This design comes from an exercise in tuning for small area on the open sky130 flow, not from production work. RTL that was checked went through simulation tests only; none was proved equivalent to the original. For runs 2 to 4, only the layout was checked, not whether the RTL still works. Power and IR drop assume default switching activity.

==> design/flow/design.v <==
module multicycle_datapath #(
  parameter int PC_W       = 9,
  parameter int INS_W      = 32,
  parameter int RF_ADDRESS = 5,
  parameter int DATA_W     = 64,
  parameter int DM_ADDRESS = 9,
  parameter int ALU_CC_W   = 4
) (
  input  logic                  clk,
  input  logic                  reset,
  output logic                  imem_req,
  output logic [PC_W-1:0]       imem_addr,
  input  logic                  imem_ready,
  input  logic [INS_W-1:0]      imem_rdata,
  output logic                  dmem_req,
  output logic                  dmem_we,
  output logic [DM_ADDRESS-1:0] dmem_addr,
  output logic [DATA_W-1:0]     dmem_wdata,
  input  logic                  dmem_ready,
  input  logic [DATA_W-1:0]     dmem_rdata,
  output logic                  retire,
  output logic                  illegal,
  output logic [PC_W-1:0]       pc_out
);
  localparam logic [3:0] S_CLEAR = 4'd0;   
  localparam logic [3:0] S_FETCH = 4'd1;   
  localparam logic [3:0] S_Q1    = 4'd2;   
  localparam logic [3:0] S_P1    = 4'd3;   
  localparam logic [3:0] S_Q2    = 4'd4;   
  localparam logic [3:0] S_P2    = 4'd5;   
  localparam logic [3:0] S_MEM   = 4'd6;   
  localparam logic [3:0] S_Q3    = 4'd7;   
  localparam logic [3:0] S_P3    = 4'd8;   
  localparam logic [3:0] S_RET   = 4'd9;   
  localparam logic [3:0] S_UPD   = 4'd10;  
  localparam logic [3:0] S_HALT  = 4'd11;  
  localparam logic [2:0] K_ADD  = 3'd0;
  localparam logic [2:0] K_AND  = 3'd1;
  localparam logic [2:0] K_OR   = 3'd2;
  localparam logic [2:0] K_SLT  = 3'd3;
  localparam logic [2:0] K_ADDI = 3'd4;
  localparam logic [2:0] K_LD   = 3'd5;
  localparam logic [2:0] K_SD   = 3'd6;
  localparam logic [2:0] K_BEQ  = 3'd7;
  logic [3:0]  state_q;
  logic [6:0]  cnt_q;
  logic [8:1]  pc_q;
  logic [2:0]  kind_q;
  logic [4:0]  rs1_q, lo_q, rdf_q;
  logic [6:0]  hi_q;
  logic [63:0] w_q;
  logic        c_q;
  logic [6:0] i_opc, i_f7;
  logic [2:0] i_f3;
  logic       i_legal;
  logic [2:0] i_kind;
  assign i_opc = imem_rdata[6:0];
  assign i_f3  = imem_rdata[14:12];
  assign i_f7  = imem_rdata[31:25];
  always_comb begin
    i_legal = 1'b1;
    i_kind  = K_ADD;
    if (i_opc == 7'b0110011 && i_f7 == 7'b0000000 && i_f3 == 3'b000) i_kind = K_ADD;
    else if (i_opc == 7'b0110011 && i_f7 == 7'b0100000 && i_f3 == 3'b000) i_kind = K_ADD;
    else if (i_opc == 7'b0110011 && i_f7 == 7'b0000000 && i_f3 == 3'b111) i_kind = K_AND;
    else if (i_opc == 7'b0110011 && i_f7 == 7'b0000000 && i_f3 == 3'b110) i_kind = K_OR;
    else if (i_opc == 7'b0110011 && i_f7 == 7'b0000000 && i_f3 == 3'b010) i_kind = K_SLT;
    else if (i_opc == 7'b0010011 && i_f3 == 3'b000) i_kind = K_ADDI;
    else if (i_opc == 7'b0000011 && i_f3 == 3'b011) i_kind = K_LD;
    else if (i_opc == 7'b0100011 && i_f3 == 3'b011) i_kind = K_SD;
    else if (i_opc == 7'b1100011 && i_f3 == 3'b000) i_kind = K_BEQ;
    else i_legal = 1'b0;
  end
  logic k_sub, k_and, k_or, k_slt, k_ld, k_sd, k_beq, k_imm, k_wr, k_rr;
  assign k_sub = ((kind_q == K_ADD) & hi_q[5]) | (kind_q == K_SLT);
  assign k_and = (kind_q == K_AND);
  assign k_or  = (kind_q == K_OR);
  assign k_slt = (kind_q == K_SLT);
  assign k_ld  = (kind_q == K_LD);
  assign k_sd  = (kind_q == K_SD);
  assign k_beq = (kind_q == K_BEQ);
  assign k_imm = (kind_q == K_ADDI) | k_ld | k_sd;
  assign k_wr  = (kind_q <= K_ADDI);          
  assign k_rr  = (kind_q <= K_SLT) | k_sd | k_beq;   
  logic [15:0] head;      
  logic [15:0] wen;
  logic        wbit;
  logic [4:0]  ridx;      
  logic        r_bit;
  genvar gi;
  generate
    for (gi = 1; gi < 16; gi++) begin : g_rf
      logic [127:0] r_q;
      always_ff @(posedge clk)
        r_q <= {wen[gi] ? wbit : r_q[0], r_q[127:1]};
      assign head[gi] = r_q[0];
    end
  endgenerate
  logic [63:0] x1_q;
  always_ff @(posedge clk)
    x1_q <= {wen[0] ? wbit : x1_q[0], x1_q[63:1]};
  assign head[0] = x1_q[0];
  logic k_sfmt, sel_rs2, sel_rd;
  assign k_sfmt  = k_sd | k_beq;
  assign sel_rs2 = (state_q == S_Q1) | (state_q == S_P1);
  assign sel_rd  = (state_q == S_Q3) | (state_q == S_P3);
  assign ridx  = sel_rs2 ? (k_sfmt ? rdf_q : lo_q) : sel_rd ? rdf_q : rs1_q;
  assign r_bit = (ridx[4:1] == 4'd0) ? (ridx[0] & head[0]) : head[ridx[4:1]];
  logic go;
  assign go = (cnt_q[5:0] == 6'd63) & ((ridx[4:1] == 4'd0) | (cnt_q[6] ^ ridx[0]));
  logic [5:0]  bit_n;
  assign bit_n = cnt_q[5:0];
  logic        imm_bit, a, b, bx, cin, sum, cout, lt, alu_bit;
  always_comb begin
    if (bit_n < 6'd9)        imm_bit = lo_q[0];
    else if (bit_n < 6'd11)  imm_bit = bit_n[0] ? hi_q[4] : hi_q[5];
    else                     imm_bit = hi_q[6];
  end
  assign a    = r_bit;
  assign b    = k_imm ? imm_bit : w_q[0];
  assign bx   = b ^ k_sub;
  assign cin  = (bit_n == 6'd0) ? k_sub : c_q;
  assign sum  = a ^ bx ^ cin;
  assign cout = (a & bx) | (a & cin) | (bx & cin);
  assign lt   = a ^ bx ^ cout;
  always_comb begin
    if (k_and)      alu_bit = a & b;
    else if (k_or)  alu_bit = a | b;
    else if (k_slt) alu_bit = 1'b0;
    else            alu_bit = sum;
  end
  logic c_d;
  always_comb begin
    if (state_q == S_Q3)      c_d = c_q;
    else if (k_beq)           c_d = ((bit_n != 6'd0) & c_q) | (a ^ b);
    else if (bit_n == 6'd63)  c_d = lt;
    else                      c_d = cout;
  end
  always_comb begin
    wbit = w_q[0];
    if (state_q == S_CLEAR)              wbit = 1'b0;
    else if (k_slt && (bit_n == 6'd0))   wbit = c_q;
  end
  logic we_p3;
  assign we_p3 = (state_q == S_P3);
  always_comb begin
    wen[0] = (state_q == S_CLEAR) | (we_p3 & (rdf_q == 5'd1));
    for (int k = 1; k < 16; k++)
      wen[k] = (state_q == S_CLEAR) | (we_p3 & (rdf_q[4:1] == 4'(k)));
  end
  logic [8:1] pc_add_b, pc_sum;
  assign pc_add_b = (state_q == S_UPD) ? {hi_q[3:0], lo_q[4:1]} : 8'd2;
  assign pc_sum   = pc_q + pc_add_b;
  logic pass_end, mem_hs;
  assign pass_end = (bit_n == 6'd63);
  assign mem_hs   = (state_q == S_MEM) & dmem_ready;
  always_ff @(posedge clk) begin
    if (reset) begin
      state_q <= S_CLEAR;
      cnt_q   <= 7'd0;
      pc_q    <= '0;
    end else begin
      cnt_q <= cnt_q + 7'd1;
      unique case (state_q)
        S_CLEAR: if (cnt_q == 7'd127) state_q <= S_FETCH;
        S_FETCH: if (imem_ready) state_q <= i_legal ? S_Q1 : S_HALT;
        S_Q1:    if (!k_rr) state_q <= S_Q2;
                 else if (go) state_q <= S_P1;
        S_P1:    if (pass_end) state_q <= S_Q2;
        S_Q2:    if (go) state_q <= S_P2;
        S_P2:    if (pass_end) state_q <= (k_ld | k_sd) ? S_MEM : k_beq ? S_RET : S_Q3;
        S_MEM:   if (dmem_ready) state_q <= k_ld ? S_Q3 : S_RET;
        S_Q3:    if (go) state_q <= S_P3;
        S_P3:    if (pass_end) state_q <= S_RET;
        S_RET: begin
          if (k_beq & ~c_q) state_q <= S_UPD;
          else begin
            state_q <= S_FETCH;
            pc_q    <= pc_sum;
          end
        end
        S_UPD: begin
          state_q <= S_FETCH;
          pc_q    <= pc_sum;
        end
        default: state_q <= S_HALT;
      endcase
    end
  end
  logic i_sfmt, fetch_hs, a_shift;
  assign i_sfmt   = imem_rdata[5] & ~imem_rdata[4];
  assign fetch_hs = (state_q == S_FETCH) & imem_ready;
  assign a_shift  = (state_q == S_P2) & k_imm & (bit_n < 6'd9);
  always_ff @(posedge clk) begin
    if (fetch_hs) begin
      kind_q <= i_kind;
      rs1_q  <= imem_rdata[19:15];
      rdf_q  <= i_sfmt ? imem_rdata[24:20] : imem_rdata[11:7];
      hi_q[6:4] <= imem_rdata[31:29];
    end
    if (fetch_hs) begin
      lo_q      <= i_sfmt ? imem_rdata[11:7] : imem_rdata[24:20];
      hi_q[3:0] <= imem_rdata[28:25];
    end else if (a_shift) begin
      {hi_q[3:0], lo_q} <= {sum, hi_q[3:0], lo_q[4:1]};
    end
  end
  always_ff @(posedge clk) c_q <= c_d;
  logic w_shift, w_in;
  assign w_shift = (state_q == S_P1) || ((state_q == S_P2) && !k_sd) || (state_q == S_P3);
  assign w_in    = ((state_q == S_P1) & r_bit) | ((state_q == S_P2) & k_wr & alu_bit);
  always_ff @(posedge clk) begin
    if (mem_hs || w_shift)
      w_q <= (dmem_rdata & {64{state_q == S_MEM}}) | {w_in, w_q[63:1]};
  end
  assign imem_req   = (state_q == S_FETCH);
  assign imem_addr  = {pc_q, 1'b0};
  assign dmem_req   = (state_q == S_MEM);
  assign dmem_we    = k_sd;
  assign dmem_addr  = {hi_q[3:0], lo_q};
  assign dmem_wdata = w_q;
  assign retire     = (state_q == S_RET);
  assign illegal    = (state_q == S_HALT);
  assign pc_out     = {pc_sum, 1'b0};
endmodule
==> design/flow/flow/run.sh <==
#!/bin/bash
# Standard ORFS layout (the standard.sh) with three changes:
#  - synthesis maps logic with an area-oriented ABC script (flow/abc_area.script);
#  - ports are buffered with buf_1;
#  - the clock tree uses clkbuf_4 leaves and no dummy loads.
set -euo pipefail
W=$(pwd)
export FLOW_ABC_SCRIPT=$W/flow/abc_area.script
export FLOW_SYNTH_TCL=$W/synth_recipe.tcl
export BUFFER_PORTS_ARGS="-buffer_cell sky130_fd_sc_hd__buf_1"
export CTS_ARGS="-sink_clustering_enable -repair_clock_nets -dont_use_dummy_load -buf_list sky130_fd_sc_hd__clkbuf_4 -root_buf sky130_fd_sc_hd__clkbuf_16 -sink_clustering_size 10 -sink_clustering_max_diameter 40"
sed "s#SYNTH_SCRIPT=[^ ]*synth_recipe.tcl#SYNTH_SCRIPT=$W/flow/synth_abc.tcl#" standard.sh > standard_abc.sh
grep -q "SYNTH_SCRIPT=$W/flow/synth_abc.tcl" standard_abc.sh
bash standard_abc.sh > standard_flow.log 2>&1
==> design/flow/flow/abc_area.script <==
strash
ifraig
dc2
strash
dch -f
amap
topo
==> design/flow/flow/synth_abc.tcl <==
# The standard flow's synthesis script, with ABC's technology mapping run from the
# area-oriented script in flow/abc_area.script (no buffering or sizing).
proc abc {args} {
  set i [lsearch -exact $args -script]
  if {$i >= 0} { lset args [expr {$i + 1}] $::env(FLOW_ABC_SCRIPT) }
  puts "abc: mapping with $::env(FLOW_ABC_SCRIPT)"
  yosys abc {*}$args
}
source $::env(FLOW_SYNTH_TCL)
==> design/flow/standard.sh <==
#!/bin/bash
# synth_recipe.tcl (not shown) runs the flow's synth.tcl, then flattens the netlist and writes it again
# the make line also repeats each setting of config.mk as NAME=value (left out here)
make -C /OpenROAD-flow-scripts/flow DESIGN_CONFIG=/design/flow/config.mk WORK_HOME=/design/flow/orfs CLKGATE_MAP_FILE= SYNTH_SCRIPT=/design/flow/synth_recipe.tcl "${@:-finish}"
==> design/flow/config.mk <==
export PLATFORM = sky130hd
export DESIGN_NAME = multicycle_datapath
export DESIGN_NICKNAME = multicycle_datapath
export VERILOG_FILES = /design/flow/design.v
export SDC_FILE = /design/flow/constraint.sdc
export NUM_CORES = 4
export LEC_CHECK = 0
export ABC_AREA = 1
export CAP_MARGIN = 20
export CORE_MARGIN = 2
export CORE_UTILIZATION = 60
export SLEW_MARGIN = 20
==> design/flow/constraint.sdc <==
create_clock -name core_clock -period 15.0 [get_ports {clk}]
set_input_delay 3.0000 -clock core_clock [delete_from_list [all_inputs] [get_ports {clk}]]
set_output_delay 3.0000 -clock core_clock [all_outputs]
set_load 0.01 [all_outputs]
==> reports/qor.txt, run 1 <==
pwr/cell area = 168 mW/mm^2
core box area = 0.0747 sq mm
max incr delay on CP = 0.34 ns
total number of H-tree levels = 4
I/O pins = 196
Die ar. = 0.0779 sq mm
number of core rows = 100
max-slew violations = 0
initial antenna violation count = 3
CTS Buf Count = 232
clk sinks = 2093
Initial Utilization = 60.8%
status = finished clean
# setup viols final = 0
FF+latch count, synth = 2093
worst hold stages = 0
Worst EP arrival = 3.80 ns
CP Class = reg2out
width of the chip = 279 um
Hold WC Path Type = reg2reg
delay-heaviest family, CP = simple AND/OR/NAND/NOR gates
final wirelength = 57300 um
Synth Instances = 2545
main flop type after synthesis = dfxtp_1
number of global-route vias before repair = 18321
Critical Path Sink Type = output port
Tightest Pin Transition = 0.953 ns
IO Port Bufs = 193
clk latency of the worst-skew pair = 0.75 ns
total number of vias = 17923
FF-to-FF path depth = 20
drt pass-1 iters = 5
GR Util All Layers = 15.2%
library cells used by synthesis = 45
static leakage = 19.3 nW
largest net degree at the start of global routing = 68
R2R Setup Slk = 9.38 ns
drt wl/cell = 14.5 um
clock skew = 0.128 ns
CTS Hold Buffers Added = 0
Critical Path RT = 12.00 ns
Async SR Flop Fraction = 0%
critical path peak fanout = 9
fmax = 147 MHz
clock root buffer = clkbuf_16
post-cts gate resize count = 0
Crit-path slowest cell = dfxtp_1
first-pass GRT wire length = 93800 um
cell mode on critical path = nand2_1
Tcrit/Tclk final = 45.4%
clk slew on worst S/H paths = 0.09 ns
Longest Clk Path Bufs = 3
ANT nets after route = 0
GRT overflow = 0
# Post-CTS Setup Buffers = 0
Worst slew margin = 36.3%
die height = 279 um
Pwr Total = 8.26 mW
area delta synth->final = 8.14%
DP HPWL = 32900 um
Seq/Total Area, Yosys = 94.3%
Final min period = 6.80 ns
layout cells sized above 1 = 8.05%
Netlist Area Pre-Place = 0.0454 sq mm
drt first-iter violations = 728
CTS tree = yes
Max VDD drop = 0.0000836 V
hold slack = 0.221 ns
RSZ-0062 raised after global routing = false
Vias/cell = 4.55
Post-layout nets = 3085
startpoint types = flop
worst path cell trace = clkinv_1 -> nand2_1 -> nor3_1 -> clkinv_1 -> or2_0 -> ha_1 -> a21oi_1 -> o21bai_1 -> nand2_1 -> nand2_1 -> a21o_1 -> nand2_1 -> nand2b_1 -> a21oi_1 -> nand2_1 -> o21ai_0 -> buf_1
Fin Setup TNS = 0 ns
synth warn = 1
Avg Inst Size Synth = 17.8 sq um
CP bufs+invs = 3
Final Util = 65.7%
Max-Cap Viols = 0
# DRC = 0
count of final hold-check violations = 0
Post-synth EDFFs = 90
CP Depth = 17
gpl congestion = 0.776
## registers in the layout, indices dropped and copies added, names as in the netlist, 5 cells and up
name	flops
hi_q	7
cnt_q	7
x1_q	64
lo_q	5
rdf_q	5
rs1_q	5
g_rf.r_q	1920
pc_q	8
w_q	64
## cell families (layout without fill, tap and decap cells)
logic type | count (synthesis) | count (layout) | synth area share [%]
AO/OA/AOI/OAI | 171 | 171 | 2.72
other | 1 | 3 | 0.00826
buffers and inverters | 65 | 488 | 0.587
adder cells (fa/ha/maj) | 14 | 14 | 0.436
flip-flops | 2093 | 2093 | 94.3
AND/OR/NAND/NOR | 201 | 201 | 1.94
## cells in the final DEF (no fill, tap or decap), types with 4 or more instances in the layout
| master | count |
|---|---|
| a21o_1 | 64 |
| a21oi_1 | 14 |
| a22o_1 | 5 |
| a22oi_1 | 7 |
| a31oi_1 | 5 |
| buf_1 | 193 |
| buf_4 | 4 |
| clkbuf_4 | 231 |
| clkinv_1 | 59 |
| dfxtp_1 | 2003 |
| edfxtp_1 | 90 |
| ha_1 | 11 |
| nand2_1 | 30 |
| nand3_1 | 10 |
| nor2_1 | 94 |
| nor3_1 | 46 |
| o21ai_0 | 21 |
| o221a_1 | 8 |
| o22ai_1 | 18 |
| o32ai_1 | 5 |
| or2_0 | 4 |
## report_power, final
group          switching, mW  total (mW)  leakage [nW]  internal [mW]
combinational          0.229       0.329          1.34          0.100
sequential            0.0391        5.73          16.9           5.69
clock                   1.48        2.20          1.08          0.719
## stage by stage
step                      cell area (sq um)  cells  worst slack (ns)
after CTS                             49100   3938              8.13
after global placement                47300   3706              8.90
after global routing                  49100   3939              7.72
after detailed placement              47300   3706              8.93
after floorplan                       45400   2546              8.00
final                                 49100   3939              8.20
## cells in the mapped netlist (3+ instances only)
master	n	area share (%)
nor3_1	47	0.52
buf_4	6	0.099
fa_1	3	0.13
a221oi_1	3	0.058
or2_0	4	0.055
o221a_1	8	0.20
nor2_1	95	0.79
o21a_1	3	0.050
a22o_1	5	0.096
or4_1	3	0.050
nand2_1	30	0.25
ha_1	11	0.30
a22oi_1	7	0.12
edfxtp_1	90	6.0
o22ai_1	18	0.25
nand3_1	10	0.11
a31oi_1	5	0.069
or3_1	3	0.041
o21ai_0	21	0.23
a21oi_1	14	0.15
clkinv_1	59	0.49
a21o_1	64	1.1
o32ai_1	5	0.096
dfxtp_1	2003	88
a211oi_1	3	0.050
## layout make-up
class,count,area [sq um]
Clock buffer,232,1760
Sequential cell,2093,42800
Fill cell,5277,25600
Timing Repair Buffer,197,754
Inverter,59,221
Multi-Input combinational cell,388,2330
Antenna cell,1,2.50
Tap cell,969,1210
## path summary, 6_finish.rpt
| check | from | end |
|---|---|---|
| max reg2reg | kind_q[1] | w_q[63] |
| max | state_q[2] | pc_out[8] |
| min reg2reg | g_rf[12].r_q[127] | g_rf[12].r_q[126] |
| min | g_rf[12].r_q[127] | g_rf[12].r_q[126] |
## routing by layer
metal / GRT usage (%) / up-vias / wire length, um
met4: 6.81 / 0 / 1400
met1: 22.2 / 8394 / 29400
met5: 0 / - / 0
li1: - / 9000 / -
met2: 21.3 / 395 / 23800
met3: 4.21 / 134 / 2700
==> run 2, diff against run 1 <==
--- a/design/flow/design.v
+++ b/design/flow/design.v
@@ -32,16 +32,14 @@
   localparam logic [3:0] S_Q3    = 4'd7;   
   localparam logic [3:0] S_P3    = 4'd8;   
   localparam logic [3:0] S_RET   = 4'd9;   
-  localparam logic [3:0] S_UPD   = 4'd10;  
-  localparam logic [3:0] S_HALT  = 4'd11;  
-  localparam logic [2:0] K_ADD  = 3'd0;
-  localparam logic [2:0] K_AND  = 3'd1;
-  localparam logic [2:0] K_OR   = 3'd2;
-  localparam logic [2:0] K_SLT  = 3'd3;
-  localparam logic [2:0] K_ADDI = 3'd4;
-  localparam logic [2:0] K_LD   = 3'd5;
-  localparam logic [2:0] K_SD   = 3'd6;
-  localparam logic [2:0] K_BEQ  = 3'd7;
+  localparam logic [3:0] S_QU    = 4'd10;  
+  localparam logic [3:0] S_PU    = 4'd11;  
+  localparam logic [3:0] S_HALT  = 4'd12;  
+  localparam logic [2:0] K_R    = 3'b011;
+  localparam logic [2:0] K_ADDI = 3'b001;
+  localparam logic [2:0] K_LD   = 3'b000;
+  localparam logic [2:0] K_SD   = 3'b010;
+  localparam logic [2:0] K_BEQ  = 3'b110;
   logic [3:0]  state_q;
   logic [6:0]  cnt_q;
   logic [8:1]  pc_q;
@@ -52,36 +50,34 @@
   logic        c_q;
   logic [6:0] i_opc, i_f7;
   logic [2:0] i_f3;
-  logic       i_legal;
-  logic [2:0] i_kind;
+  logic       i_legal, i_r;
   assign i_opc = imem_rdata[6:0];
   assign i_f3  = imem_rdata[14:12];
   assign i_f7  = imem_rdata[31:25];
-  always_comb begin
-    i_legal = 1'b1;
-    i_kind  = K_ADD;
-    if (i_opc == 7'b0110011 && i_f7 == 7'b0000000 && i_f3 == 3'b000) i_kind = K_ADD;
-    else if (i_opc == 7'b0110011 && i_f7 == 7'b0100000 && i_f3 == 3'b000) i_kind = K_ADD;
-    else if (i_opc == 7'b0110011 && i_f7 == 7'b0000000 && i_f3 == 3'b111) i_kind = K_AND;
-    else if (i_opc == 7'b0110011 && i_f7 == 7'b0000000 && i_f3 == 3'b110) i_kind = K_OR;
-    else if (i_opc == 7'b0110011 && i_f7 == 7'b0000000 && i_f3 == 3'b010) i_kind = K_SLT;
-    else if (i_opc == 7'b0010011 && i_f3 == 3'b000) i_kind = K_ADDI;
-    else if (i_opc == 7'b0000011 && i_f3 == 3'b011) i_kind = K_LD;
-    else if (i_opc == 7'b0100011 && i_f3 == 3'b011) i_kind = K_SD;
-    else if (i_opc == 7'b1100011 && i_f3 == 3'b000) i_kind = K_BEQ;
-    else i_legal = 1'b0;
+  assign i_r = (i_opc == 7'b0110011);
+  always_comb begin
+    i_legal = 1'b0;
+    if (i_r && i_f7 == 7'b0000000 && (i_f3 == 3'b000 || i_f3 == 3'b111 ||
+                                      i_f3 == 3'b110 || i_f3 == 3'b010)) i_legal = 1'b1;
+    if (i_r && i_f7 == 7'b0100000 && i_f3 == 3'b000) i_legal = 1'b1;
+    if (i_opc == 7'b0010011 && i_f3 == 3'b000) i_legal = 1'b1;
+    if (i_opc == 7'b0000011 && i_f3 == 3'b011) i_legal = 1'b1;
+    if (i_opc == 7'b0100011 && i_f3 == 3'b011) i_legal = 1'b1;
+    if (i_opc == 7'b1100011 && i_f3 == 3'b000) i_legal = 1'b1;
   end
   logic k_sub, k_and, k_or, k_slt, k_ld, k_sd, k_beq, k_imm, k_wr, k_rr;
-  assign k_sub = ((kind_q == K_ADD) & hi_q[5]) | (kind_q == K_SLT);
-  assign k_and = (kind_q == K_AND);
-  assign k_or  = (kind_q == K_OR);
-  assign k_slt = (kind_q == K_SLT);
+  logic k_r;
+  assign k_r   = (kind_q == K_R);
+  assign k_slt = k_r & (hi_q[2:1] == 2'b01);
+  assign k_sub = (k_r & hi_q[5]) | k_slt;
+  assign k_and = k_r & (hi_q[2:0] == 3'b111);
+  assign k_or  = k_r & (hi_q[2:0] == 3'b110);
   assign k_ld  = (kind_q == K_LD);
   assign k_sd  = (kind_q == K_SD);
   assign k_beq = (kind_q == K_BEQ);
-  assign k_imm = (kind_q == K_ADDI) | k_ld | k_sd;
-  assign k_wr  = (kind_q <= K_ADDI);          
-  assign k_rr  = (kind_q <= K_SLT) | k_sd | k_beq;   
+  assign k_imm = ~kind_q[2] & ~(kind_q[1] & kind_q[0]);   
+  assign k_wr  = k_r | (kind_q == K_ADDI);    
+  assign k_rr  = kind_q[1];                   
   logic [15:0] head;      
   logic [15:0] wen;
   logic        wbit;
@@ -148,9 +144,23 @@
     for (int k = 1; k < 16; k++)
       wen[k] = (state_q == S_CLEAR) | (we_p3 & (rdf_q[4:1] == 4'(k)));
   end
-  logic [8:1] pc_add_b, pc_sum;
-  assign pc_add_b = (state_q == S_UPD) ? {hi_q[3:0], lo_q[4:1]} : 8'd2;
-  assign pc_sum   = pc_q + pc_add_b;
+  logic pc_sh, pc_op, pcc_in, pc_s, pcc_q;
+  always_comb begin
+    if (state_q == S_PU)
+      pc_op = bit_n[3] ? (k_beq & (bit_n[2:0] != 3'd0))
+                       : (k_beq ? lo_q[1] : (bit_n[2:0] == 3'd1));
+    else
+      pc_op = (bit_n[2:0] == 3'd1);
+  end
+  assign pc_sh  = (state_q == S_CLEAR) | ((state_q == S_P2) & (bit_n < 6'd8)) |
+                  ((state_q == S_PU) & (bit_n < 6'd16));
+  assign pcc_in = (bit_n[2:0] != 3'd0) & pcc_q;
+  assign pc_s   = pc_q[1] ^ pc_op ^ pcc_in;
+  always_ff @(posedge clk) begin
+    pcc_q <= (pc_q[1] & pc_op) | (pc_q[1] & pcc_in) | (pc_op & pcc_in);
+    if (pc_sh)
+      pc_q <= {pc_s & (state_q != S_CLEAR), pc_q[8:2]};
+  end
   logic pass_end, mem_hs;
   assign pass_end = (bit_n == 6'd63);
   assign mem_hs   = (state_q == S_MEM) & dmem_ready;
@@ -158,12 +168,11 @@
     if (reset) begin
       state_q <= S_CLEAR;
       cnt_q   <= 7'd0;
-      pc_q    <= '0;
     end else begin
       cnt_q <= cnt_q + 7'd1;
       unique case (state_q)
         S_CLEAR: if (cnt_q == 7'd127) state_q <= S_FETCH;
-        S_FETCH: if (imem_ready) state_q <= i_legal ? S_Q1 : S_HALT;
+        S_FETCH: if (imem_ready) state_q <= i_legal ? S_Q1 : S_QU;
         S_Q1:    if (!k_rr) state_q <= S_Q2;
                  else if (go) state_q <= S_P1;
         S_P1:    if (pass_end) state_q <= S_Q2;
@@ -172,17 +181,9 @@
         S_MEM:   if (dmem_ready) state_q <= k_ld ? S_Q3 : S_RET;
         S_Q3:    if (go) state_q <= S_P3;
         S_P3:    if (pass_end) state_q <= S_RET;
-        S_RET: begin
-          if (k_beq & ~c_q) state_q <= S_UPD;
-          else begin
-            state_q <= S_FETCH;
-            pc_q    <= pc_sum;
-          end
-        end
-        S_UPD: begin
-          state_q <= S_FETCH;
-          pc_q    <= pc_sum;
-        end
+        S_RET:   state_q <= (k_beq & ~c_q) ? S_QU : S_FETCH;
+        S_QU:    if (pass_end) state_q <= S_PU;
+        S_PU:    if (bit_n == 6'd15) state_q <= k_beq ? S_FETCH : S_HALT;
         default: state_q <= S_HALT;
       endcase
     end
@@ -190,17 +191,19 @@
   logic i_sfmt, fetch_hs, a_shift;
   assign i_sfmt   = imem_rdata[5] & ~imem_rdata[4];
   assign fetch_hs = (state_q == S_FETCH) & imem_ready;
-  assign a_shift  = (state_q == S_P2) & k_imm & (bit_n < 6'd9);
+  assign a_shift  = ((state_q == S_P2) & k_imm & (bit_n < 6'd9)) |
+                    ((state_q == S_PU) & (bit_n < 6'd8));
   always_ff @(posedge clk) begin
     if (fetch_hs) begin
-      kind_q <= i_kind;
+      kind_q <= imem_rdata[6:4] | {3{~i_legal}};
       rs1_q  <= imem_rdata[19:15];
       rdf_q  <= i_sfmt ? imem_rdata[24:20] : imem_rdata[11:7];
       hi_q[6:4] <= imem_rdata[31:29];
     end
     if (fetch_hs) begin
       lo_q      <= i_sfmt ? imem_rdata[11:7] : imem_rdata[24:20];
-      hi_q[3:0] <= imem_rdata[28:25];
+      hi_q[3]   <= imem_rdata[28];
+      hi_q[2:0] <= i_r ? imem_rdata[14:12] : imem_rdata[27:25];
     end else if (a_shift) begin
       {hi_q[3:0], lo_q} <= {sum, hi_q[3:0], lo_q[4:1]};
     end
@@ -221,5 +224,5 @@
   assign dmem_wdata = w_q;
   assign retire     = (state_q == S_RET);
   assign illegal    = (state_q == S_HALT);
-  assign pc_out     = {pc_sum, 1'b0};
+  assign pc_out     = {pc_q, 1'b0};
 endmodule
==> reports/qor.txt, run 2 <==
status = finished clean
Seq/Total Area, Yosys = 94.7% (+0.36 points)
clk slew on worst S/H paths = 0.10 ns (about the same)
Fin Setup TNS = 0 ns (unchanged)
pre-CTS WS = 9.54 ns (+0.602 ns)
RSZ-0062 raised after global routing = false
most frequent cells after synthesis = dfxtp_1 (1996), edfxtp_1 (98), clkinv_1 (82)
CP Class = reg2out
width of the chip = 279 um (about the same)
FF-to-FF path depth = 20 (unchanged)
max-slew violations = 0 (unchanged)
Longest Clk Path Bufs = 3 (unchanged)
Crit-path slowest cell = edfxtp_1
worst path cell trace = clkinv_1 -> nor2_1 -> clkinv_1 -> nor2_1 -> buf_1
# Post-CTS Setup Buffers = 0 (unchanged)
DP HPWL = 35600 um (+8.1%)
clk sinks = 2094 (+0.048%)
Multi-input gate area = 0.00202 sq mm (-13%)
startpoint types = flop
dpl cells = 3668 (-1.0%)
Max VDD drop = 0.000104 V (+24%)
Critical Path RT = 12.00 ns (about the same)
IO Port Bufs = 193 (unchanged)
Critical Path Sink Type = output port
post-cts gate resize count = 0 (unchanged)
delay-heaviest family, CP = buffers and inverters
Worst slew margin = 29.3% (-7.0 points)
Post-synth EDFFs = 98 (+8.9%)
I/O pins = 196 (unchanged)
Hold WC Path Type = reg2reg
drt wl/cell = 15.3 um (+5.1%)
Initial Utilization = 60.8% (about the same)
FF+latch count, synth = 2094 (+0.048%)
final wirelength = 59700 um (+4.3%)
count of final hold-check violations = 0 (unchanged)
CTS tree = yes
CTS Hold Buffers Added = 0 (unchanged)
# DRC = 0 (unchanged)
Async SR Flop Fraction = 0% (unchanged)
fmax = 188 MHz (+28%)
Min-Delay Endpoint = g_rf[1].r_q[26]
leading cell types in the layout, fill and taps excluded = dfxtp_1 (1996), clkbuf_4 (233), buf_1 (193)
drt pass-1 iters = 5 (unchanged)
core box area = 0.0746 sq mm (-0.17%)
Netlist Area Pre-Place = 0.0453 sq mm (-0.15%)
# setup viols final = 0 (unchanged)
clock skew = 0.169 ns (+0.0407 ns)
Vias/cell = 4.51 (-0.85%)
static leakage = 19.6 nW (+1.5%)
post-synth top area cell = dfxtp_1
initial antenna violation count = 1 (-2)
Largest register FFs = 1920 (unchanged)
Final min period = 5.32 ns (-1.49 ns)
GRT overflow = 0 (unchanged)
Post-layout nets = 3043 (-1.4%)
pwr/cell area = 196 mW/mm^2 (+16%)
CP bufs+invs = 3 (unchanged)
R2R Setup Slk = 9.75 ns (+0.37 ns)
Largest Register = g_rf.r_q
Worst EP arrival = 2.32 ns (-1.48 ns)
top post-synthesis cells by area = dfxtp_1 (88%), edfxtp_1 (6.5%), a21o_1 (1.1%)
total number of vias = 17627 (-1.7%)
total number of H-tree levels = 4 (unchanged)
CTS Buf Count = 234 (+0.86%)
Avg Inst Size Synth = 18.0 sq um (+1.1%)
Max-Cap Viols = 0 (unchanged)
clk latency of the worst-skew pair = 0.79 ns (+0.04 ns)
Final Util = 65.7% (about the same)
largest net degree at the start of global routing = 68 (unchanged)
Synth Instances = 2513 (-1.3%)
worst reg2reg startpoint = state_q[0]
critical path peak fanout = 7 (-2)
worst hold stages = 0 (unchanged)
area delta synth->final = 8.12% (about the same)
Worst Slack Setup Final = 9.68 ns (+1.49 ns)
library cells used by synthesis = 38 (-16%)
max incr delay on CP = 0.43 ns (+0.09 ns)
Die ar. = 0.0777 sq mm (-0.15%)
ANT nets after route = 0 (unchanged)
top cell type's share of synthesized area = 88.2% (-0.18 points)
Tcrit/Tclk final = 35.4% (-9.9 points)
fill cell count = 5228 (-0.93%)
FF-to-FF End = w_q[63]
Hold Crit Start = g_rf[1].r_q[27]
sequential cell area = 0.0429 sq mm (+0.23%)
final cell count without fillers = 3907 (-0.81%)
first-pass GRT wire length = 96700 um (+3.1%)
Tightest Pin Transition = 1.06 ns (+0.108 ns)
number of core rows = 100 (unchanged)
layout cells sized above 1 = 8.25% (+0.20 points)
synth warn = 1 (unchanged)
top-count cell post-synth = dfxtp_1
number of global-route vias before repair = 18425 (+0.57%)
die height = 279 um (about the same)
Largest regs = g_rf.r_q x1920, w_q x64, x1_q x64
main flop type after synthesis = dfxtp_1
clock root buffer = clkbuf_16
gpl congestion = 0.880 (+13%)
drt first-iter violations = 786 (+8.0%)
leading cell type in the layout, fill and taps excluded = dfxtp_1
GR Util All Layers = 15.9% (+0.72 points)
-- run 2: cells by family (layout without fill, tap and decap cells) --
kind of cell	Yosys count	after routing	share of synthesized area, %
adders and majority gates	8	8	0.271
and+or+nand+nor	135	135	1.32
other	1	7	0.00828
buffers and inverters	96	515	0.911
AOI/OAI and AO/OA	179	179	2.82
DFF	2094	2094	94.7
-- run 2: power by group --
part	switching (mW)	leakage (nW)	internal, mW	total, mW
logic	0.316	1.25	0.149	0.465
clock network	1.48	1.08	0.725	2.20
registers	0.268	17.3	6.66	6.93
total	2.06	19.6	7.54	9.60
-- run 2: area by class of cell --
| class | instances | area share (%) |
|---|---|---|
| sequential | 2094 | 87.6 |
| multi-input combinational | 324 | 4.12 |
| clock buffer | 234 | 3.62 |
| tap | 969 | 2.47 |
| timing repair buffer | 199 | 1.57 |
| inverter | 82 | 0.628 |
| antenna | 5 | 0.0255 |
-- run 2: worst max path at each step --
| stage | depth (start not counted) | slack, ns | endpoint | startpoint |
|---|---|---|---|---|
| global placement | 8 | 9.60 | state_q[3] | imem_rdata[5] |
| floorplan | 2 | 7.96 | dmem_req | state_q[1] |
| detailed placement | 8 | 9.54 | state_q[3] | imem_rdata[5] |
| global route | 21 | 9.16 | w_q[63] | state_q[0] |
| CTS | 5 | 9.59 | dmem_we | kind_q[1] |
| finish | 5 | 9.68 | dmem_we | kind_q[1] |
-- run 2: metal layers --
metal | wire [um] | global-route usage, % | part of all wire (%)
met3 | 2920 | 4.26 | 4.9
met5 | 0 | 0 | 0
met4 | 1190 | 6.51 | 2.0
met1 | 29600 | 22.9 | 50
met2 | 26000 | 23.2 | 44
-- run 2: through the flow --
stage / hold slack (ns) / instance area [sq um] / power, mW
4_1_cts: 0.213 / 49000 / 9.76
6_report: 0.216 / 49000 / 9.60
5_1_grt: 0.218 / 49000 / 10.1
2_1_floorplan: 0.310 / 45300 / 7.24
3_5_place_dp: 0.312 / 47200 / 7.55
3_3_place_gp: 0.310 / 47200 / 7.51
==> run 3, diff against run 2 <==
==> design/flow/flow/run.sh (replaced) <==
#!/bin/bash
# Standard ORFS layout (the standard.sh) with three changes:
#  - synthesis maps logic with an area-oriented ABC script (flow/abc_area.script);
#  - ports are buffered with buf_1;
#  - the clock tree uses clkbuf_4 leaves and no dummy loads.
set -euo pipefail
W=$(pwd)
export FLOW_ABC_SCRIPT=$W/flow/abc_area.script
export FLOW_SYNTH_TCL=$W/synth_recipe.tcl
export BUFFER_PORTS_ARGS="-buffer_cell sky130_fd_sc_hd__buf_1"
export CTS_ARGS="-sink_clustering_enable -repair_clock_nets -dont_use_dummy_load -buf_list sky130_fd_sc_hd__clkbuf_4 -root_buf sky130_fd_sc_hd__clkbuf_16 -sink_clustering_size 12 -sink_clustering_max_diameter 40"
sed "s#SYNTH_SCRIPT=[^ ]*synth_recipe.tcl#SYNTH_SCRIPT=$W/flow/synth_abc.tcl#" standard.sh > standard_abc.sh
grep -q "SYNTH_SCRIPT=$W/flow/synth_abc.tcl" standard_abc.sh
bash standard_abc.sh > standard_flow.log 2>&1
==> reports/qor.txt, run 3 <==
status = finished clean
CTS Hold Buffers Added = 0 (unchanged)
max-slew violations = 0 (unchanged)
number of core rows = 100 (unchanged)
clk slew on worst S/H paths = 0.11 ns (about the same)
Critical Path Sink Type = flop
Post-synth EDFFs = 98 (unchanged)
die height = 279 um (unchanged)
I/O pins = 196 (unchanged)
design area = 0.0487 sq mm (-0.52%)
library cells used by synthesis = 38 (unchanged)
GRT overflow = 0 (unchanged)
width of the chip = 279 um (unchanged)
Placed Area = 0.0472 sq mm (unchanged)
Max-Cap Viols = 0 (unchanged)
top post-synthesis cells by area = dfxtp_1 (88%), edfxtp_1 (6.5%), a21o_1 (1.1%)
Crit-path slowest cell = fa_1
final wirelength = 59400 um (-0.46%)
leading cell types in the layout, fill and taps excluded = dfxtp_1 (1996), clkbuf_4 (200), buf_1 (193)
leading cell type in the layout, fill and taps excluded = dfxtp_1
top cell type's share of synthesized area = 88.2% (unchanged)
Largest regs = g_rf.r_q x1920, w_q x64, x1_q x64
CTS Buf Count = 201 (-14%)
static leakage = 19.4 nW (-0.78%)
critical path peak fanout = 11 (+4)
count of final hold-check violations = 0 (unchanged)
# setup viols final = 0 (unchanged)
gpl congestion = 0.880 (unchanged)
Largest register FFs = 1920 (unchanged)
ANT nets after route = 0 (unchanged)
Tightest Pin Transition = 1.07 ns (+0.00764 ns)
clk latency of the worst-skew pair = 0.77 ns (-0.02 ns)
clock root buffer = clkbuf_16
Critical Path RT = 15.52 ns (+3.52 ns)
core box area = 0.0746 sq mm (unchanged)
# DRC = 0 (unchanged)
area delta synth->final = 7.55%
clock skew = 0.168 ns (-0.000480 ns)
drt pass-1 iters = 5 (unchanged)
cell mode on critical path = clkinv_1
Max VDD drop = 0.000117 V (+13%)
post-cts gate resize count = 0 (unchanged)
main flop type after synthesis = dfxtp_1
Synth Instances = 2513 (unchanged)
Worst EP arrival = 5.82 ns (+3.50 ns)
most frequent cells after synthesis = dfxtp_1 (1996), edfxtp_1 (98), clkinv_1 (82)
Tcrit/Tclk final = 35.4% (-0.072 points)
largest net degree at the start of global routing = 68 (unchanged)
first-pass GRT wire length = 96200 um (-0.56%)
Netlist Area Pre-Place = 0.0453 sq mm (unchanged)
Final min period = 5.30 ns (-0.0108 ns)
DP HPWL = 35600 um (unchanged)
Fin Setup TNS = 0 ns (unchanged)
synth warn = 1 (unchanged)
# Post-CTS Setup Buffers = 0 (unchanged)
Seq/Total Area, Yosys = 94.7% (unchanged)
Worst slew margin = 28.8% (-0.51 points)
Vias/cell = 4.53 (+0.34%)
top-count cell post-synth = dfxtp_1
delay-heaviest family, CP = compound AO/OA/AOI/OAI gates
IO Port Bufs = 193 (unchanged)
FF+latch count, synth = 2094 (unchanged)
pwr/cell area = 195 mW/mm^2 (-0.73%)
final cell count without fillers = 3871 (-0.92%)
CP Class = reg2reg
CP bufs+invs = 7 (+4)
Avg Inst Size Synth = 18.0 sq um (unchanged)
total number of vias = 17524 (-0.58%)
max incr delay on CP = 0.60 ns (+0.17 ns)
drt wl/cell = 15.4 um (+0.47%)
Async SR Flop Fraction = 0% (unchanged)
Hold WC Path Type = reg2reg
startpoint types = flop
total number of H-tree levels = 4 (unchanged)
GR Util All Layers = 15.9% (-0.072 points)
CTS tree = yes
Die ar. = 0.0777 sq mm (unchanged)
worst path cell trace = clkinv_1 -> nor3_1 -> clkinv_1 -> o21ai_0 -> buf_4 -> or2_0 -> a21oi_1 -> a21oi_1 -> clkinv_1 -> o22ai_1 -> a22oi_1 -> o21ai_0 -> a22oi_1 -> o21ai_0 -> clkinv_1 -> fa_1 -> clkinv_1 -> a2111oi_0 -> a222oi_1 -> clkinv_1
dpl cells = 3668 (unchanged)
post-synth top area cell = dfxtp_1
fmax = 189 MHz (+0.20%)
Initial Utilization = 60.8% (unchanged)
clk sinks = 2094 (unchanged)
Largest Register = g_rf.r_q
Post-layout nets = 3010 (-1.1%)
drt first-iter violations = 798 (+1.5%)
number of global-route vias before repair = 18064 (-2.0%)
RSZ-0062 raised after global routing = false
Longest Clk Path Bufs = 3 (unchanged)
initial antenna violation count = 1 (unchanged)
layout cells sized above 1 = 7.21% (-1.0 points)
==> run 3: stage by stage <==
| stage | util [%] | worst slack [ns] | hold WS, ns | power, mW |
|---|---|---|---|---|
| CTS | 65.4 | 9.61 | 0.208 | 9.63 |
| finish | 65.4 | 9.70 | 0.206 | 9.48 |
| global route | 65.4 | 9.16 | 0.194 | 9.97 |
| detailed placement | 63.3 | 9.54 | 0.312 | 7.55 |
| global placement | 63.3 | 9.60 | 0.310 | 7.51 |
| floorplan | - | 7.96 | 0.310 | 7.24 |
==> run 3: worst paths after layout <==
kind                            startpoint       to  slack (ns)  cells past startpoint
worst max-delay path            state_q[0]  w_q[63]        9.70                     20
worst min-delay path               x1_q[1]  x1_q[0]        0.21                      0
worst min register to register     x1_q[1]  x1_q[0]        0.21                      0
worst max register to register  state_q[0]  w_q[63]        9.70                     20
==> run 3: metal layers <==
layer	vias up	wire (um)	GRT usage [%]
li1	8768	-	-
met1	8219	29600	23.0
met2	402	25600	23.0
met3	135	2800	3.74
met4	0	1500	6.96
met5	-	0	0
==> run 3: area by class of cell <==
cell class | count | area (sq um)
multi-input cells | 324 | 2020
repair buffers | 199 | 769
diodes | 2 | 5.00
flip-flops and latches | 2094 | 42900
well taps | 969 | 1210
fillers | 5242 | 25800
inverters | 82 | 308
clock buffers | 201 | 1530
==> run 3: worst reg2reg max path: cells and delay by family, from the launching register on <==
family	cells	cell delay [ns]
buffers and inverters	7	1.45
and+or+nand+nor	2	0.38
DFF	1	0.52
adders and majority gates	1	0.60
AOI/OAI and AO/OA	10	2.22
==> run 3: logic make-up (layout without fill, tap and decap cells) <==
family / after synthesis / count (layout) / synth area share [%]
AOI/OAI and AO/OA: 179 / 179 / 2.82
adders and majority gates: 8 / 8 / 0.271
buffers and inverters: 96 / 482 / 0.911
DFF: 2094 / 2094 / 94.7
other: 1 / 4 / 0.00828
and+or+nand+nor: 135 / 135 / 1.32
==> run 3: power breakdown <==
part,internal (mW),switching [mW]
clock network,0.627,1.45
registers,6.66,0.269
logic,0.149,0.318
==> run 4, diff against run 3 <==
==> design/flow/flow/run.sh (replaced) <==
#!/bin/bash
# Standard ORFS layout (the standard.sh) with three changes:
#  - synthesis maps logic with an area-oriented ABC script (flow/abc_area.script);
#  - ports are buffered with buf_1;
#  - the clock tree uses clkbuf_4 leaves and no dummy loads.
set -euo pipefail
W=$(pwd)
export FLOW_ABC_SCRIPT=$W/flow/abc_area.script
export FLOW_SYNTH_TCL=$W/synth_recipe.tcl
export BUFFER_PORTS_ARGS="-buffer_cell sky130_fd_sc_hd__buf_1"
export CTS_ARGS="-sink_clustering_enable -repair_clock_nets -dont_use_dummy_load -buf_list sky130_fd_sc_hd__clkbuf_4 -root_buf sky130_fd_sc_hd__clkbuf_16 -sink_clustering_size 11 -sink_clustering_max_diameter 40"
sed "s#SYNTH_SCRIPT=[^ ]*synth_recipe.tcl#SYNTH_SCRIPT=$W/flow/synth_abc.tcl#" standard.sh > standard_abc.sh
grep -q "SYNTH_SCRIPT=$W/flow/synth_abc.tcl" standard_abc.sh
bash standard_abc.sh > standard_flow.log 2>&1
==> reports/qor.txt, run 4 <==
status = finished clean
fmax = 188 MHz (-0.32%)
FF+latch count, synth = 2094 (unchanged)
post-cts gate resize count = 0 (unchanged)
Pwr Total = 9.55 mW (+0.72%)
post-synth top area cell = dfxtp_1
Avg Inst Size Synth = 18.0 sq um (unchanged)
largest net degree at the start of global routing = 68 (unchanged)
Die ar. = 0.0777 sq mm (unchanged)
Largest regs = g_rf.r_q x1920, w_q x64, x1_q x64
top post-synthesis cells by area = dfxtp_1 (88%), edfxtp_1 (6.5%), a21o_1 (1.1%)
static leakage = 19.5 nW (+0.40%)
RSZ-0062 raised after global routing = false
# DRC = 0 (unchanged)
Worst slew margin = 26.3% (-2.5 points)
area delta synth->final = 7.85%
gpl congestion = 0.880 (unchanged)
critical path peak fanout = 7 (-4)
clk slew on worst S/H paths = 0.10 ns (about the same)
startpoint types = flop
pre-CTS WS = 9.54 ns (unchanged)
drt first-iter violations = 757 (-5.1%)
initial antenna violation count = 1 (unchanged)
number of global-route vias before repair = 18291 (+1.3%)
ANT nets after route = 0 (unchanged)
Async SR Flop Fraction = 0% (unchanged)
max-slew violations = 0 (unchanged)
IO Port Bufs = 193 (unchanged)
design area = 0.0489 sq mm (+0.27%)
leading cell types in the layout, fill and taps excluded = dfxtp_1 (1996), clkbuf_4 (217), buf_1 (193)
Netlist Area Pre-Place = 0.0453 sq mm (unchanged)
GR Util All Layers = 15.9% (about the same)
CP Class = reg2out
drt wl/cell = 15.4 um (about the same)
library cells used by synthesis = 38 (unchanged)
CTS Hold Buffers Added = 0 (unchanged)
clk sinks = 2094 (unchanged)
Final min period = 5.32 ns (+0.0172 ns)
Critical Path RT = 12.00 ns (-3.52 ns)
# setup viols final = 0 (unchanged)
drt pass-1 iters = 5 (unchanged)
leading cell type in the layout, fill and taps excluded = dfxtp_1
Vias/cell = 4.53 (about the same)
Largest register FFs = 1920 (unchanged)
CTS Buf Count = 218 (+8.5%)
Max VDD drop = 0.000119 V (+1.7%)
Seq/Total Area, Yosys = 94.7% (unchanged)
Worst EP arrival = 2.32 ns (-3.50 ns)
CTS tree = yes
width of the chip = 279 um (unchanged)
# Post-CTS Setup Buffers = 0 (unchanged)
layout cells sized above 1 = 7.75% (+0.54 points)
Tcrit/Tclk final = 35.5% (+0.11 points)
pwr/cell area = 195 mW/mm^2 (+0.45%)
Longest Clk Path Bufs = 3 (unchanged)
DP HPWL = 35600 um (unchanged)
I/O pins = 196 (unchanged)
Worst Slack Setup Final = 9.68 ns (-0.0172 ns)
total number of H-tree levels = 4 (unchanged)
core box area = 0.0746 sq mm (unchanged)
top cell type's share of synthesized area = 88.2% (unchanged)
Post-synth EDFFs = 98 (unchanged)
main flop type after synthesis = dfxtp_1
clk latency of the worst-skew pair = 0.78 ns (about the same)
Tightest Pin Transition = 1.11 ns (+0.0371 ns)
count of final hold-check violations = 0 (unchanged)
final wirelength = 59700 um (+0.47%)
most frequent cells after synthesis = dfxtp_1 (1996), edfxtp_1 (98), clkinv_1 (82)
number of core rows = 100 (unchanged)
Synth Instances = 2513 (unchanged)
Final Util = 65.5% (+0.18 points)
GRT overflow = 0 (unchanged)
Max-Cap Viols = 0 (unchanged)
clock root buffer = clkbuf_16
die height = 279 um (unchanged)
Placed Area = 0.0472 sq mm (unchanged)
Critical Path Sink Type = output port
Post-layout nets = 3027 (+0.56%)
Initial Utilization = 60.8% (unchanged)
Hold WC Path Type = reg2reg
clock skew = 0.177 ns (+0.00889 ns)
Largest Register = g_rf.r_q
synth warn = 1 (unchanged)
total number of vias = 17618 (+0.54%)
first-pass GRT wire length = 96400 um (+0.21%)
top-count cell post-synth = dfxtp_1
Fin Setup TNS = 0 ns (unchanged)
## run 4: layout make-up
class                   instances  area, sq um
fillers                      5239        25700
diodes                          4         10.0
clock buffers                 218         1650
multi-input cells             324         2020
inverters                      82          308
well taps                     969         1210
repair buffers                199          769
flip-flops and latches       2094        42900
## run 4: worst paths after layout
| check | startpoint | end | slack (ns) | cells after the start |
|---|---|---|---|---|
| setup / recovery | kind_q[1] | dmem_we | 9.68 | 5 |
| hold / removal | x1_q[1] | x1_q[0] | 0.21 | 0 |
| setup reg to reg | state_q[0] | w_q[63] | 9.76 | 20 |
| hold reg to reg | x1_q[1] | x1_q[0] | 0.21 | 0 |
## run 4: kinds of logic (layout without fill, tap and decap cells)
group / after synthesis / in the layout / share of synthesized area [%]
AND/OR/NAND/NOR: 135 / 135 / 1.32
buffers and inverters: 96 / 499 / 0.911
adder cells (fa/ha/maj): 8 / 8 / 0.271
other: 1 / 6 / 0.00828
AO/OA/AOI/OAI: 179 / 179 / 2.82
flip-flops: 2094 / 2094 / 94.7
## run 4: where the power goes
part | switching (mW) | leakage [nW] | internal [mW]
Combinational | 0.318 | 1.25 | 0.149
Clock | 1.47 | 1.01 | 0.677
Sequential | 0.268 | 17.3 | 6.66
Total | 2.06 | 19.5 | 7.49
## run 4: metal layers
metal	GRT usage [%]	vias up	share of wire, %
met5	0	-	0
met4	6.67	0	2.4
li1	-	8801	-
met3	4.10	138	4.8
met2	23.1	422	43
met1	22.8	8257	50
## run 4: critical path, stage by stage (launching register included)
cell and delay, ns:
edfxtp_1 0.43, clkinv_1 0.22, nor2_1 0.34, clkinv_1 0.26
nor2_1 0.23, buf_1 0.19
## run 4: per-stage QoR
stage	std cells	hold WS (ns)
4_1_cts	3886	0.203
5_1_grt	3888	0.193
6_report	3890	0.208
3_5_place_dp	3668	0.312
3_3_place_gp	3668	0.310
2_1_floorplan	2514	0.310
==> run 5, diff against run 4 <==
--- a/design/flow/design.v
+++ b/design/flow/design.v
@@ -44,7 +44,7 @@
   logic [6:0]  cnt_q;
   logic [8:1]  pc_q;
   logic [2:0]  kind_q;
-  logic [4:0]  rs1_q, lo_q, rdf_q;
+  logic [4:0]  rs1_q, ra_q, rd_q;
   logic [6:0]  hi_q;
   logic [63:0] w_q;
   logic        c_q;
@@ -96,11 +96,10 @@
   always_ff @(posedge clk)
     x1_q <= {wen[0] ? wbit : x1_q[0], x1_q[63:1]};
   assign head[0] = x1_q[0];
-  logic k_sfmt, sel_rs2, sel_rd;
-  assign k_sfmt  = k_sd | k_beq;
+  logic sel_rs2, sel_rd;
   assign sel_rs2 = (state_q == S_Q1) | (state_q == S_P1);
   assign sel_rd  = (state_q == S_Q3) | (state_q == S_P3);
-  assign ridx  = sel_rs2 ? (k_sfmt ? rdf_q : lo_q) : sel_rd ? rdf_q : rs1_q;
+  assign ridx  = sel_rs2 ? ra_q : sel_rd ? rd_q : rs1_q;
   assign r_bit = (ridx[4:1] == 4'd0) ? (ridx[0] & head[0]) : head[ridx[4:1]];
   logic go;
   assign go = (cnt_q[5:0] == 6'd63) & ((ridx[4:1] == 4'd0) | (cnt_q[6] ^ ridx[0]));
@@ -108,7 +107,8 @@
   assign bit_n = cnt_q[5:0];
   logic        imm_bit, a, b, bx, cin, sum, cout, lt, alu_bit;
   always_comb begin
-    if (bit_n < 6'd9)        imm_bit = lo_q[0];
+    if ((bit_n < 6'd5) && k_sd) imm_bit = rd_q[0];
+    else if (bit_n < 6'd9)   imm_bit = ra_q[0];
     else if (bit_n < 6'd11)  imm_bit = bit_n[0] ? hi_q[4] : hi_q[5];
     else                     imm_bit = hi_q[6];
   end
@@ -140,15 +140,15 @@
   logic we_p3;
   assign we_p3 = (state_q == S_P3);
   always_comb begin
-    wen[0] = (state_q == S_CLEAR) | (we_p3 & (rdf_q == 5'd1));
+    wen[0] = (state_q == S_CLEAR) | (we_p3 & (rd_q == 5'd1));
     for (int k = 1; k < 16; k++)
-      wen[k] = (state_q == S_CLEAR) | (we_p3 & (rdf_q[4:1] == 4'(k)));
+      wen[k] = (state_q == S_CLEAR) | (we_p3 & (rd_q[4:1] == 4'(k)));
   end
   logic pc_sh, pc_op, pcc_in, pc_s, pcc_q;
   always_comb begin
     if (state_q == S_PU)
       pc_op = bit_n[3] ? (k_beq & (bit_n[2:0] != 3'd0))
-                       : (k_beq ? lo_q[1] : (bit_n[2:0] == 3'd1));
+                       : (k_beq ? rd_q[1] : (bit_n[2:0] == 3'd1));
     else
       pc_op = (bit_n[2:0] == 3'd1);
   end
@@ -188,25 +188,30 @@
       endcase
     end
   end
-  logic i_sfmt, fetch_hs, a_shift;
-  assign i_sfmt   = imem_rdata[5] & ~imem_rdata[4];
+  logic fetch_hs, ra_shift, rd_shift, hi_shift;
   assign fetch_hs = (state_q == S_FETCH) & imem_ready;
-  assign a_shift  = ((state_q == S_P2) & k_imm & (bit_n < 6'd9)) |
+  assign ra_shift = (state_q == S_P2) & k_imm & (bit_n < 6'd9);
+  assign rd_shift = ((state_q == S_P2) & k_sd & (bit_n < 6'd5)) |
                     ((state_q == S_PU) & (bit_n < 6'd8));
+  assign hi_shift = ra_shift | ((state_q == S_PU) & (bit_n < 6'd8));
   always_ff @(posedge clk) begin
     if (fetch_hs) begin
       kind_q <= imem_rdata[6:4] | {3{~i_legal}};
       rs1_q  <= imem_rdata[19:15];
-      rdf_q  <= i_sfmt ? imem_rdata[24:20] : imem_rdata[11:7];
       hi_q[6:4] <= imem_rdata[31:29];
     end
     if (fetch_hs) begin
-      lo_q      <= i_sfmt ? imem_rdata[11:7] : imem_rdata[24:20];
+      ra_q      <= imem_rdata[24:20];
       hi_q[3]   <= imem_rdata[28];
       hi_q[2:0] <= i_r ? imem_rdata[14:12] : imem_rdata[27:25];
-    end else if (a_shift) begin
-      {hi_q[3:0], lo_q} <= {sum, hi_q[3:0], lo_q[4:1]};
-    end
+    end else begin
+      if (ra_shift) ra_q <= {hi_q[0], ra_q[4:1]};
+      if (hi_shift) hi_q[3:0] <= {sum, hi_q[3:1]};
+    end
+    if (fetch_hs)
+      rd_q <= imem_rdata[11:7];
+    else if (rd_shift)
+      rd_q <= {hi_q[0], rd_q[4:1]};
   end
   always_ff @(posedge clk) c_q <= c_d;
   logic w_shift, w_in;
@@ -220,7 +225,7 @@
   assign imem_addr  = {pc_q, 1'b0};
   assign dmem_req   = (state_q == S_MEM);
   assign dmem_we    = k_sd;
-  assign dmem_addr  = {hi_q[3:0], lo_q};
+  assign dmem_addr  = {hi_q[3:0], ra_q};
   assign dmem_wdata = w_q;
   assign retire     = (state_q == S_RET);
   assign illegal    = (state_q == S_HALT);
==> design/flow/flow/run.sh (replaced) <==
#!/bin/bash
# Standard ORFS layout (the standard.sh) with three changes:
#  - synthesis maps logic with an area-oriented ABC script (flow/abc_area.script);
#  - ports are buffered with buf_1;
#  - the clock tree uses clkbuf_4 leaves and no dummy loads.
set -euo pipefail
W=$(pwd)
export FLOW_ABC_SCRIPT=$W/flow/abc_area.script
export FLOW_SYNTH_TCL=$W/synth_recipe.tcl
export BUFFER_PORTS_ARGS="-buffer_cell sky130_fd_sc_hd__buf_1"
export CTS_ARGS="-sink_clustering_enable -repair_clock_nets -dont_use_dummy_load -buf_list sky130_fd_sc_hd__clkbuf_4 -root_buf sky130_fd_sc_hd__clkbuf_16 -sink_clustering_size 13 -sink_clustering_max_diameter 40"
sed "s#SYNTH_SCRIPT=[^ ]*synth_recipe.tcl#SYNTH_SCRIPT=$W/flow/synth_abc.tcl#" standard.sh > standard_abc.sh
grep -q "SYNTH_SCRIPT=$W/flow/synth_abc.tcl" standard_abc.sh
bash standard_abc.sh > standard_flow.log 2>&1
==> design/flow/flow/abc_area.script (replaced) <==
strash
ifraig
dc2
strash
dc2
strash
dch -f
amap -m
topo
==> reports/qor.txt, run 5 <==
Async SR Flop Fraction = 0% (unchanged)
largest family of logic cells by synthesized area = compound AO/OA/AOI/OAI gates
FF+latch count, synth = 2094 (unchanged)
Initial Utilization = 60.7% (-0.068 points)
leading cell types in the layout, fill and taps excluded = dfxtp_1 (1996), buf_1 (193), clkbuf_4 (187)
pwr/cell area = 189 mW/mm^2 (-3.4%)
drt pass-1 iters = 5 (unchanged)
Tcrit/Tclk final = 34.7% (-0.79 points)
GRT overflow = 0 (unchanged)
number of global-route vias before repair = 17485 (-4.4%)
critical path peak fanout = 7 (unchanged)
Hold Crit Start = g_rf[13].r_q[5]
Vias/cell = 4.49 (-0.96%)
library cells used by synthesis = 34 (-11%)
clock skew = 0.124 ns (-0.0532 ns)
Max VDD drop = 0.000108 V (-9.1%)
post-synth top area cell = dfxtp_1
first-pass GRT wire length = 89700 um (-6.9%)
main flop type after synthesis = dfxtp_1
post-cts gate resize count = 0 (unchanged)
hold slack = 0.255 ns (+0.0473 ns)
final wirelength = 54800 um (-8.2%)
Post-synth EDFFs = 98 (unchanged)
startpoint types = flop
top-count cell post-synth = dfxtp_1
Final min period = 5.20 ns (-0.118 ns)
Synth Area in Simple Gates = 1.19% (-0.12 points)
Pwr Total = 9.15 mW (-4.1%)
layout cells sized above 1 = 6.77% (-0.98 points)
CTS Hold Buffers Added = 0 (unchanged)
synth warn = 1 (unchanged)
drt first-iter violations = 814 (+7.5%)
# Post-CTS Setup Buffers = 0 (unchanged)
Final Util = 65.2% (-0.38 points)
Synth Area in Compound Gates = 2.75% (-0.078 points)
Post-Synth Adder-Cell Area = 0.271% (+0.00076 points)
Critical Path RT = 15.38 ns (+3.38 ns)
number of core rows = 100 (unchanged)
Tightest Pin Transition = 0.966 ns (-0.140 ns)
RSZ-0062 raised after global routing = false
ANT nets after route = 0 (unchanged)
worst reg2reg startpoint = state_q[0]
Fin Setup TNS = 0 ns (unchanged)
# setup viols final = 0 (unchanged)
fmax = 192 MHz (+2.3%)
Longest Clk Path Bufs = 3 (unchanged)
GR Util All Layers = 14.6% (-1.3 points)
die height = 278 um (-0.14%)
Max-Cap Viols = 0 (unchanged)
gpl congestion = 0.845 (-3.9%)
DP HPWL = 31400 um (-12%)
clk sinks = 2094 (unchanged)
IO Port Bufs = 193 (unchanged)
clk latency of the worst-skew pair = 0.73 ns (-0.05 ns)
core box area = 0.0744 sq mm (-0.17%)
most frequent cells after synthesis = dfxtp_1 (1996), edfxtp_1 (98), clkinv_1 (74)
Avg Inst Size Synth = 18.1 sq um (+0.44%)
# DRC = 0 (unchanged)
width of the chip = 278 um (-0.14%)
clock root buffer = clkbuf_16
static leakage = 19.3 nW (-1.3%)
Die ar. = 0.0775 sq mm (-0.28%)
mux cell area share after synthesis = 0% (unchanged)
Largest Register = g_rf.r_q
Largest regs = g_rf.r_q x1920, w_q x64, x1_q x64
total number of vias = 17220 (-2.3%)
Worst EP arrival = 5.59 ns (+3.27 ns)
Synth Instances = 2495 (-0.72%)
CTS tree = yes
Largest register FFs = 1920 (unchanged)
leading cell type in the layout, fill and taps excluded = dfxtp_1
FF-to-FF path depth = 22 (+10%)
total number of H-tree levels = 4 (unchanged)
top post-synthesis cells by area = dfxtp_1 (88%), edfxtp_1 (6.5%), a21o_1 (1.1%)
CTS Buf Count = 188 (-14%)
Seq/Total Area, Yosys = 94.9% (+0.26 points)
largest net degree at the start of global routing = 66 (-2.9%)
post-synthesis xor/xnor area fraction = 0% (unchanged)
top cell type's share of synthesized area = 88.4% (+0.25 points)
Min-Delay Endpoint = g_rf[13].r_q[4]
max-slew violations = 0 (unchanged)
Netlist Area Pre-Place = 0.0452 sq mm (-0.28%)
Worst slew margin = 35.0% (+8.8 points)
count of final hold-check violations = 0 (unchanged)
clk slew on worst S/H paths = 0.11 ns (about the same)
drt wl/cell = 14.3 um (-7.0%)
I/O pins = 196 (unchanged)
status = finished clean
FF-to-FF End = w_q[63]
Post-layout nets = 2977 (-1.7%)
R2R Setup Slk = 9.80 ns (+0.04 ns)
Critical Path Sink Type = flop
worst hold stages = 0 (unchanged)
CP Class = reg2reg
area delta synth->final = 7.34%
Hold WC Path Type = reg2reg
initial antenna violation count = 2 (+1)
==> run 5: worst max-delay path, stage by stage, from the launching register on <==
cell and delay (ns):
dfxtp_1 0.43, clkinv_1 0.20, nand2_1 0.16, nor2_1 0.15, nor2_1 0.32, clkinv_1 0.29
nor2_1 0.16, a21oi_1 0.07, o22ai_1 0.41, clkinv_1 0.26, nand2_1 0.18, nor2_1 0.06
nor3_1 0.19, a31oi_1 0.08, nor2_1 0.12, a31oi_1 0.05, a31oi_1 0.22, clkinv_1 0.24
fa_1 0.62, o211ai_1 0.22, nor2_1 0.06, a222oi_1 0.34, clkinv_1 0.11
==> run 5: worst max-delay path by stage <==
stage | from | end | slack [ns] | depth (start not counted)
3_5_place_dp | imem_ready | rd_q[1] | 9.79 | 4
6_report | state_q[0] | w_q[63] | 9.80 | 22
5_1_grt | state_q[0] | w_q[63] | 9.26 | 22
3_3_place_gp | imem_ready | rd_q[2] | 9.91 | 4
2_1_floorplan | state_q[0] | dmem_req | 9.41 | 3
4_1_cts | kind_q[0] | dmem_we | 9.85 | 4
==> run 5: cell type report <==
cell class,count,area [sq um]
Multi-Input combinational cell,314,1920
Inverter,74,278
Antenna cell,3,7.51
Clock buffer,188,1430
Sequential cell,2094,42900
Tap cell,969,1210
Timing Repair Buffer,197,754
Fill cell,5234,25900
==> run 5: kinds of logic (layout without fill, tap and decap cells) <==
| logic type | after synthesis | in the layout |
|---|---|---|
| DFF | 2094 | 2094 |
| other | 1 | 5 |
| and+or+nand+nor | 127 | 127 |
| AOI/OAI and AO/OA | 177 | 177 |
| adders and majority gates | 8 | 8 |
| buffers and inverters | 88 | 459 |
==> run 5: where the power goes <==
part | switching [mW] | internal, mW
sequential | 0.211 | 6.47
combinational | 0.300 | 0.142
clock | 1.44 | 0.589
==> run 5: layer usage <==
layer  track usage (%)  share of wire, %  vias to the layer above
li1                  -                 -                     8681
met1              22.6                54                     8042
met2              19.1                38                      360
met3              3.84               5.1                      137
met4              6.57               2.9                        0
met5                 0                 0                        -
==> run 5: per-stage QoR <==
stage / area [sq um] / setup slack [ns] / cells
floorplan: 45200 / 9.41 / 2496
global placement: 47100 / 9.91 / 3648
detailed placement: 47100 / 9.79 / 3648
CTS: 48500 / 9.85 / 3836
global route: 48500 / 9.26 / 3839
finish: 48500 / 9.80 / 3839

## port drivers added, routing unchanged
In the flow no input, the clock included, has a driving cell. The finished layouts below were timed again as built, in two steps.
Step 1 (the two cells are an assumption about what drives the block):
set clk [get_ports {clk}]
set_driving_cell -lib_cell sky130_fd_sc_hd__clkbuf_16 $clk
set_driving_cell -lib_cell sky130_fd_sc_hd__buf_2 [delete_from_list [all_inputs] $clk]
Step 2 adds t to the input delays and takes it off the output delays; t is the mean of the earliest and latest rising clock arrival at the registers after step 1. Input paths then give back, and output paths get back, about the clock's delay inside the block.
Three values: ideal ports, drivers, drivers and shift; two values: the first two.
run | t (ns) | setup WS [ns] | latest minus earliest clock arrival (ns)
run 1 | 0.758 | 8.195 / 8.132 / 8.890 | 0.184 / 0.184
run 2 | 0.774 | 9.685 / 9.619 / 9.457 | 0.199 / 0.199
run 3 | 0.760 | 9.695 / 9.636 / 9.440 | 0.192 / 0.192
run 4 | 0.778 | 9.678 / 9.612 / 9.421 | 0.218 / 0.218
run 5 | 0.750 | 9.796 / 9.796 / 9.747 | 0.152 / 0.153
After both steps setup and hold are still met in every run listed. For run 4, which loses most, drivers alone change the setup slack by -0.066 ns; drivers and shift together by -0.257 ns.
